From an optimization exercise on the open Yosys and OpenROAD flow, aimed at small area, a short achievable clock period and few clock cycles per item; shortcuts taken in it are not production practice. The RTL was checked by simulation tests, not by an equivalence proof against the original design. Power figures rest on the tool's default switching activity, not on a simulated workload.

==> flow/design.v (excerpt) <==
module bark_difference_hash_bits_core #(
    parameter int NUM_BANDS    = 33,
    parameter int ENERGY_WIDTH = 32
) (
    input  logic                          aclk,
    input  logic                          aresetn,
    input  logic                          cfg_valid,
    output logic                          cfg_ready,
    input  bdh_pkg::cfg_idx_t             cfg_index,
    input  logic [bdh_pkg::CFG_DATA_W-1:0] cfg_data,
    input  logic                          s_tvalid,
    output logic                          s_tready,
    input  logic [bdh_pkg::S_TDATA_W-1:0] s_tdata,    
    input  logic [0:0]                    s_tuser,    
    output logic                          m_tvalid,
    input  logic                          m_tready,
    output logic [bdh_pkg::M_TDATA_W-1:0] m_tdata,
    output logic [0:0]                    m_tuser,    
    output logic                          m_tlast     
);
==> flow/config.mk <==
export PLATFORM = sky130hd
export DESIGN_NAME = bark_difference_hash_bits_core
export DESIGN_NICKNAME = bark_difference_hash_bits_core
export VERILOG_FILES = /design/flow/design.v
export SDC_FILE = /design/flow/constraint.sdc
export NUM_CORES = 4
export LEC_CHECK = 0
export CAP_MARGIN = 20
export CORE_MARGIN = 2
export CORE_UTILIZATION = 45
export CTS_BUF_LIST = sky130_fd_sc_hd__clkbuf_8
export CTS_CLUSTER_DIAMETER = 50
export CTS_CLUSTER_SIZE = 16
export SETUP_SLACK_MARGIN = 5
export SLEW_MARGIN = 20
==> flow/constraint.sdc <==
create_clock -name core_clock -period 9.0 [get_ports {aclk}]
set_input_delay 1.8000 -clock core_clock [delete_from_list [all_inputs] [get_ports {aclk}]]
set_output_delay 1.8000 -clock core_clock [all_outputs]
set_load 0.01 [all_outputs]
standard.sh (not shown) runs the stock make flow with config.mk's settings and CLKGATE_MAP_FILE= SYNTH_SCRIPT=/design/flow/synth_recipe.tcl, a recipe that flattens the netlist after the stock synthesis.
==> flow/flow/run.sh <==
#!/bin/bash
set -euo pipefail
sed -e 's/SETUP_SLACK_MARGIN=[0-9.]*/SETUP_SLACK_MARGIN=5.5/' standard.sh > standard_margin.sh
grep -q 'SETUP_SLACK_MARGIN=5.5' standard_margin.sh
bash standard_margin.sh > standard_flow.log 2>&1
The first run finished clean.
Testbench counts at the start, summed over its fixed seeds: cycles 7,800, frames 192.
Then changed:
==> flow/flow/run.sh (replaced) <==
#!/bin/bash
set -euo pipefail
sed -e 's/SETUP_SLACK_MARGIN=[0-9.]*/SETUP_SLACK_MARGIN=5.3/' standard.sh > standard_margin.sh
grep -q 'SETUP_SLACK_MARGIN=5.3' standard_margin.sh
bash standard_margin.sh > standard_flow.log 2>&1
Outcome: The changed run ran to the end with no violations. Fmax fell by 1.1%. Global-route usage came out lower by 0.21 points. Hold slack is about the same. Final area went down by 0.93%. Clock skew barely changes. Core utilization decreases by 0.47 points.
Then changed:
==> flow/flow/run.sh (replaced) <==
#!/bin/bash
set -euo pipefail
sed -e 's/SETUP_SLACK_MARGIN=[0-9.]*/SETUP_SLACK_MARGIN=5.8/' standard.sh > standard_margin.sh
grep -q 'SETUP_SLACK_MARGIN=5.8' standard_margin.sh
bash standard_margin.sh > standard_flow.log 2>&1
Outcome: Maximum frequency rises by 3.5%. Combinational power rises by 18%. Clock skew barely changes. Non-clock buffer count rises by 304. Area after synthesis is unchanged. First-iteration DRC count rises by 6.7%. Final area rises by 4.5%.

## job 7032
bark_difference_hash_bits_core, a different RTL version from the one above (not shown whole).
For scale: about 3000 flip-flops, ~130 I/O pins, about 140000 um^2 of cells after synthesis.
export LEC_CHECK = 0
export CAP_MARGIN = 20
export CORE_MARGIN = 2
export CORE_UTILIZATION = 45
export SETUP_SLACK_MARGIN = 5
export SLEW_MARGIN = 20
create_clock -name core_clock -period 9.0 [get_ports {aclk}]
run.sh (not shown) runs the stock make flow with config.mk's settings and CLKGATE_MAP_FILE= SYNTH_SCRIPT=/design/flow/synth_recipe.tcl, a recipe that flattens the netlist after the stock synthesis.
Stock flow here: none of the scripts above is used.
Job 7032 completed end to end with timing, DRC and antenna clean.
Testbench counts of job 7032, summed over its fixed seeds: cycles 7,800, frames 192.
## Diff of input files: job 1443 against job 7032
==> flow/flow/run.sh (new file) <==
#!/bin/bash
set -euo pipefail
sed -e 's/SETUP_SLACK_MARGIN=[0-9.]*/SETUP_SLACK_MARGIN=5.8/' standard.sh > standard_margin.sh
grep -q 'SETUP_SLACK_MARGIN=5.8' standard_margin.sh
bash standard_margin.sh > standard_flow.log 2>&1
==> flow/standard.sh (new file) <==
#!/bin/bash
# synth_recipe.tcl (not shown) runs the flow's synth.tcl, then flattens the netlist and writes it again
# the make line also repeats each setting of config.mk as NAME=value (left out here)
make -C /OpenROAD-flow-scripts/flow DESIGN_CONFIG=/design/flow/config.mk WORK_HOME=/design/flow/orfs CLKGATE_MAP_FILE= SYNTH_SCRIPT=/design/flow/synth_recipe.tcl "${@:-finish}"
removed: flow/run.sh
[summary]
- Result: PASS for each of job 7032 and job 1443
- Comparing job 1443 with job 7032, the maximum ir drop on the vdd rail came out essentially unchanged.
- Looking at via count across both flows, job 1443 is the weaker of the two, with job 7032 ahead.
- Hold violation count in the final report came out exactly the same in job 7032 and job 1443.
- Relative to job 7032, global-route usage has gone up in job 1443.
For job 8507, these inputs were changed with respect to job 1443:
==> flow/flow/run.sh <==
#!/bin/bash
set -euo pipefail
sed -e 's/SETUP_SLACK_MARGIN=[0-9.]*/SETUP_SLACK_MARGIN=6.5/' standard.sh > standard_margin.sh
grep -q 'SETUP_SLACK_MARGIN=6.5' standard_margin.sh
bash standard_margin.sh > standard_flow.log 2>&1
[summary]
Job 1443 → job 8507: setup fix buffers added after clock tree synthesis now sits higher; critical path arrival now sits higher; number of antenna cells inserted higher. Diff job 1443 and job 8507: routed wire length lower in job 1443.

Setup of v47:
Another version of the RTL of bark_difference_hash_bits_core (not shown whole).
For scale: about 10000 cells after synthesis, about 130 I/O pins, about 140000 µm² of cells after synthesis.
Settings: LEC_CHECK=0, CAP_MARGIN=20, CORE_MARGIN=2, CORE_UTILIZATION=50, CTS_BUF_LIST=sky130_fd_sc_hd__clkbuf_8, CTS_CLUSTER_DIAMETER=50, CTS_CLUSTER_SIZE=16, SETUP_SLACK_MARGIN=5, SLEW_MARGIN=20; clock period 9.0 ns.
standard.sh (not shown) runs the stock make flow with config.mk's settings and CLKGATE_MAP_FILE= SYNTH_SCRIPT=/design/flow/synth_recipe.tcl, a recipe that flattens the netlist after the stock synthesis.
==> flow/flow/run.sh <==
#!/bin/bash
set -euo pipefail
sed -e 's/SETUP_SLACK_MARGIN=[0-9.]*/SETUP_SLACK_MARGIN=5.5/' standard.sh > standard_margin.sh
grep -q 'SETUP_SLACK_MARGIN=5.5' standard_margin.sh
bash standard_margin.sh > standard_flow.log 2>&1
Testbench counts of v47, summed over its fixed seeds: cycles 7,800, frames 192.
Setup changes, v47 to v26
Settings: swapping 50 for 45 in CORE_UTILIZATION; swapping sky130_fd_sc_hd__clkbuf_8 for sky130_fd_sc_hd__clkbuf_8 sky130_fd_sc_hd__clkbuf_16 in CTS_BUF_LIST.
==> comparison <==
Of v26 and v47, the run reporting the higher area growth from synthesis to layout was v26. Higher instance count on the critical path among v26 and v47: v26. In the metrics for v26 and v47, the one carrying the higher post-route clock period utilization is v47. Part of the power in the clock network in v26 vs v47: up 7.8 points. Post-layout minimum cycle time down 0.14 ns in v26 wrt v47. Looking at data arrival time at the worst-slack endpoint, v26 sits 2.28 ns higher than v47 does. Clock-buffer cell count: lower on v47. Compared with v47, v26 shows a die footprint that is about 11% higher. Looking at final non-filler cell total, v26 sits about 3% higher than v47 does. As far as max-capacitance violation count goes, v26 and v47 are indistinguishable; the numbers are identical. The combinational power of v26 and that of v47 are within noise of each other.
Changes in v34 relative to v26:
Settings: a change of CTS_BUF_LIST from sky130_fd_sc_hd__clkbuf_8 sky130_fd_sc_hd__clkbuf_16 to sky130_fd_sc_hd__clkbuf_8.
[summary]
Between v26 and v34, the power in combinational cells does not differ in any meaningful way.
v34 supports a lower top clock frequency than v26.
Between v34 and v26, layout overhead on the synthesized area is higher for v26, v34 comes in under that.
Summary — share of total power consumed by net switching, v34 relative to v26: higher, by 1.3 points.
Taking v26 as the reference, in v34 clock skew climbed 0.031 ns, setup slack dropped 0.12 ns, final-layout fill cell count climbed 507, design internal power dropped about 14%.
From v26 to v34 the numbers moved as follows: total wire length closely matched the old numbers; via count shows a reduction of about 0.44%.
[inputs] v25 vs v34
==> flow/flow/run.sh <==
#!/bin/bash
set -euo pipefail
sed -e 's/SETUP_SLACK_MARGIN=[0-9.]*/SETUP_SLACK_MARGIN=5.8/' standard.sh > standard_margin.sh
grep -q 'SETUP_SLACK_MARGIN=5.8' standard_margin.sh
bash standard_margin.sh > standard_flow.log 2>&1
==> comparison <==
Sort v25 and v34 by multi-input gate area in the final layout, descending, and v25 comes first. Summary of v25 over v34: final non-filler cell area saw an increase, share of the core filled with cells moved up, share of post-route cells with drive strength above 1 has increased, flop-to-flop setup slack shows an increase of 0.07 ns. The part of the power in the clock network in v25 sits 0.3 points below the value recorded for v34. Between v25 and v34, the difference in achievable frequency is negligible.

bark_difference_hash_bits_core, a different RTL version from the one above (not shown whole).
Size: ~3000 flip-flops, ~140000 um2 of cells after synthesis.
## bark_difference_hash_bits_core
module bark_difference_hash_bits_core #(
    parameter int NUM_BANDS    = 33,
    parameter int ENERGY_WIDTH = 32
) (
    input  logic                          aclk,
    input  logic                          aresetn,
    input  logic                          cfg_valid,
    output logic                          cfg_ready,
    input  bdh_pkg::cfg_idx_t             cfg_index,
    input  logic [bdh_pkg::CFG_DATA_W-1:0] cfg_data,
    input  logic                          s_tvalid,
    output logic                          s_tready,
    input  logic [bdh_pkg::S_TDATA_W-1:0] s_tdata,    
    input  logic [0:0]                    s_tuser,    
    output logic                          m_tvalid,
    input  logic                          m_tready,
    output logic [bdh_pkg::M_TDATA_W-1:0] m_tdata,
    output logic [0:0]                    m_tuser,    
    output logic                          m_tlast     
);
export LEC_CHECK = 0
export CAP_MARGIN = 20
export CORE_MARGIN = 2
export CORE_UTILIZATION = 55
export CTS_BUF_LIST = sky130_fd_sc_hd__clkbuf_8
export CTS_CLUSTER_DIAMETER = 50
export CTS_CLUSTER_SIZE = 16
export SETUP_SLACK_MARGIN = 5
export SLEW_MARGIN = 20
create_clock -name core_clock -period 9.0 [get_ports {aclk}]
==> flow/flow/run.sh <==
#!/bin/bash
set -euo pipefail
sed -e 's/SETUP_SLACK_MARGIN=[0-9.]*/SETUP_SLACK_MARGIN=5.8/' standard.sh > standard_margin.sh
grep -q 'SETUP_SLACK_MARGIN=5.8' standard_margin.sh
bash standard_margin.sh > standard_flow.log 2>&1
The first run went through all stages and came out clean.
Testbench counts at the start, summed over its fixed seeds: cycles 7,800, frames 192.
Change:
Settings changed: CORE_UTILIZATION 55 to 45.
The changed run completed without violations.
Die area rises by about a fifth.
Non-clock buffer count rose by 70.
Via count went up slightly.
Cell area went up slightly.
Clock skew rises by 0.055 ns.
Wire length stays flat.
Global-route usage decreases by 5.2 points.
Clock-buffer cell count is higher by 8.
Worst hold slack gets worse by 0.042 ns.
Utilization drops by 11 points.

bark_difference_hash_bits_core, a different RTL version from the one above (not shown whole).
Size in the first run: about 10000 cells after synthesis, about 3000 flip-flops, about 130 I/O pins, roughly 0.14 mm2 of cells after synthesis.
==> flow/design.v (excerpt) <==
module bark_difference_hash_bits_core #(
    parameter int NUM_BANDS    = 33,
    parameter int ENERGY_WIDTH = 32
) (
    input  logic                          aclk,
    input  logic                          aresetn,
    input  logic                          cfg_valid,
    output logic                          cfg_ready,
    input  bdh_pkg::cfg_idx_t             cfg_index,
    input  logic [bdh_pkg::CFG_DATA_W-1:0] cfg_data,
    input  logic                          s_tvalid,
    output logic                          s_tready,
    input  logic [bdh_pkg::S_TDATA_W-1:0] s_tdata,    
    input  logic [0:0]                    s_tuser,    
    output logic                          m_tvalid,
    input  logic                          m_tready,
    output logic [bdh_pkg::M_TDATA_W-1:0] m_tdata,
    output logic [0:0]                    m_tuser,    
    output logic                          m_tlast     
);
==> flow/config.mk <==
export PLATFORM = sky130hd
export DESIGN_NAME = bark_difference_hash_bits_core
export DESIGN_NICKNAME = bark_difference_hash_bits_core
export VERILOG_FILES = /design/flow/design.v
export SDC_FILE = /design/flow/constraint.sdc
export NUM_CORES = 4
export LEC_CHECK = 0
export CAP_MARGIN = 20
export CORE_MARGIN = 2
export CORE_UTILIZATION = 45
export SETUP_SLACK_MARGIN = 5
export SLEW_MARGIN = 20
==> flow/constraint.sdc <==
create_clock -name core_clock -period 9.0 [get_ports {aclk}]
set_input_delay 1.8000 -clock core_clock [delete_from_list [all_inputs] [get_ports {aclk}]]
set_output_delay 1.8000 -clock core_clock [all_outputs]
set_load 0.01 [all_outputs]
Scripts as last shown in full above: flow/flow/run.sh
Testbench counts at the start, summed over its fixed seeds: cycles 7,800, frames 192.
==> next run, changes <==
- CTS_BUF_LIST: not set -> sky130_fd_sc_hd__clkbuf_8
- CTS_CLUSTER_DIAMETER: not set -> 50
- CTS_CLUSTER_SIZE: not set -> 16
Result: The new run completed without violations; cell count stays flat; die area does not change; via count stays flat; cell area is lower by 2.3%; utilization is lower by 1.2 points; power is lower by 9.0%; wire length is lower by 0.46%; fmax is lower by 1.9%.

[re-timing with driven ports]
No port has a modelled driver above. Below, the same layouts with a new extraction and two added sets of constraints. Step 1 sets driving cells, clkbuf_16 on the clock port and buf_2 on the other inputs (assumed; they add their load-dependent delay and slew). Step 2 adds t to the input delays and takes it off the output delays; t is the mean of the earliest and latest rising clock arrival at the registers after step 1. Input paths then give back, and output paths get back, about the clock's delay inside the block. Slacks: ideal / step 1 / step 2; pairs: ideal / step 1.
run | t, ns | setup WS [ns] | hold WS [ns]
the first run of note 1 | 1.115 | 5.371 / 5.371 / 5.045 | 0.371 / 0.371 / 0.371
the second run of note 1 | 1.117 | 5.331 / 5.330 / 5.055 | 0.371 / 0.371 / 0.371
the third run of note 1 | 1.129 | 5.455 / 5.379 / 5.054 | 0.377 / 0.377 / 0.377
job 7032 | 1.011 | 5.024 / 5.024 / 5.011 | 0.387 / 0.387 / 0.387
job 1443 | 1.009 | 5.476 / 5.476 / 4.971 | 0.389 / 0.389 / 0.389
job 8507 | 1.012 | 5.362 / 5.362 / 5.362 | 0.390 / 0.390 / 0.390
v47 | 1.126 | 5.348 / 5.252 / 4.517 | 0.399 / 0.399 / 0.399
v26 | 1.012 | 5.492 / 5.439 / 4.836 | 0.365 / 0.365 / 0.365
v34 | 1.147 | 5.368 / 5.275 / 4.874 | 0.359 / 0.359 / 0.359
v25 | 1.157 | 5.361 / 5.266 / 4.849 | 0.354 / 0.354 / 0.354
the first run of note 4 | 1.165 | 5.166 / 5.071 / 4.973 | 0.386 / 0.386 / 0.386
the second run of note 4 | 1.165 | 5.099 / 4.994 / 4.985 | 0.344 / 0.344 / 0.344
the first run of note 5 | 1.001 | 5.258 / 5.159 / 5.075 | 0.355 / 0.355 / 0.355
the second run of note 5 | 1.129 | 5.185 / 5.087 / 5.191 | 0.346 / 0.346 / 0.346
After both steps setup and hold are still met in every run listed. For v47, which loses most, drivers alone change the setup slack by -0.096 ns; drivers and shift together by -0.831 ns.
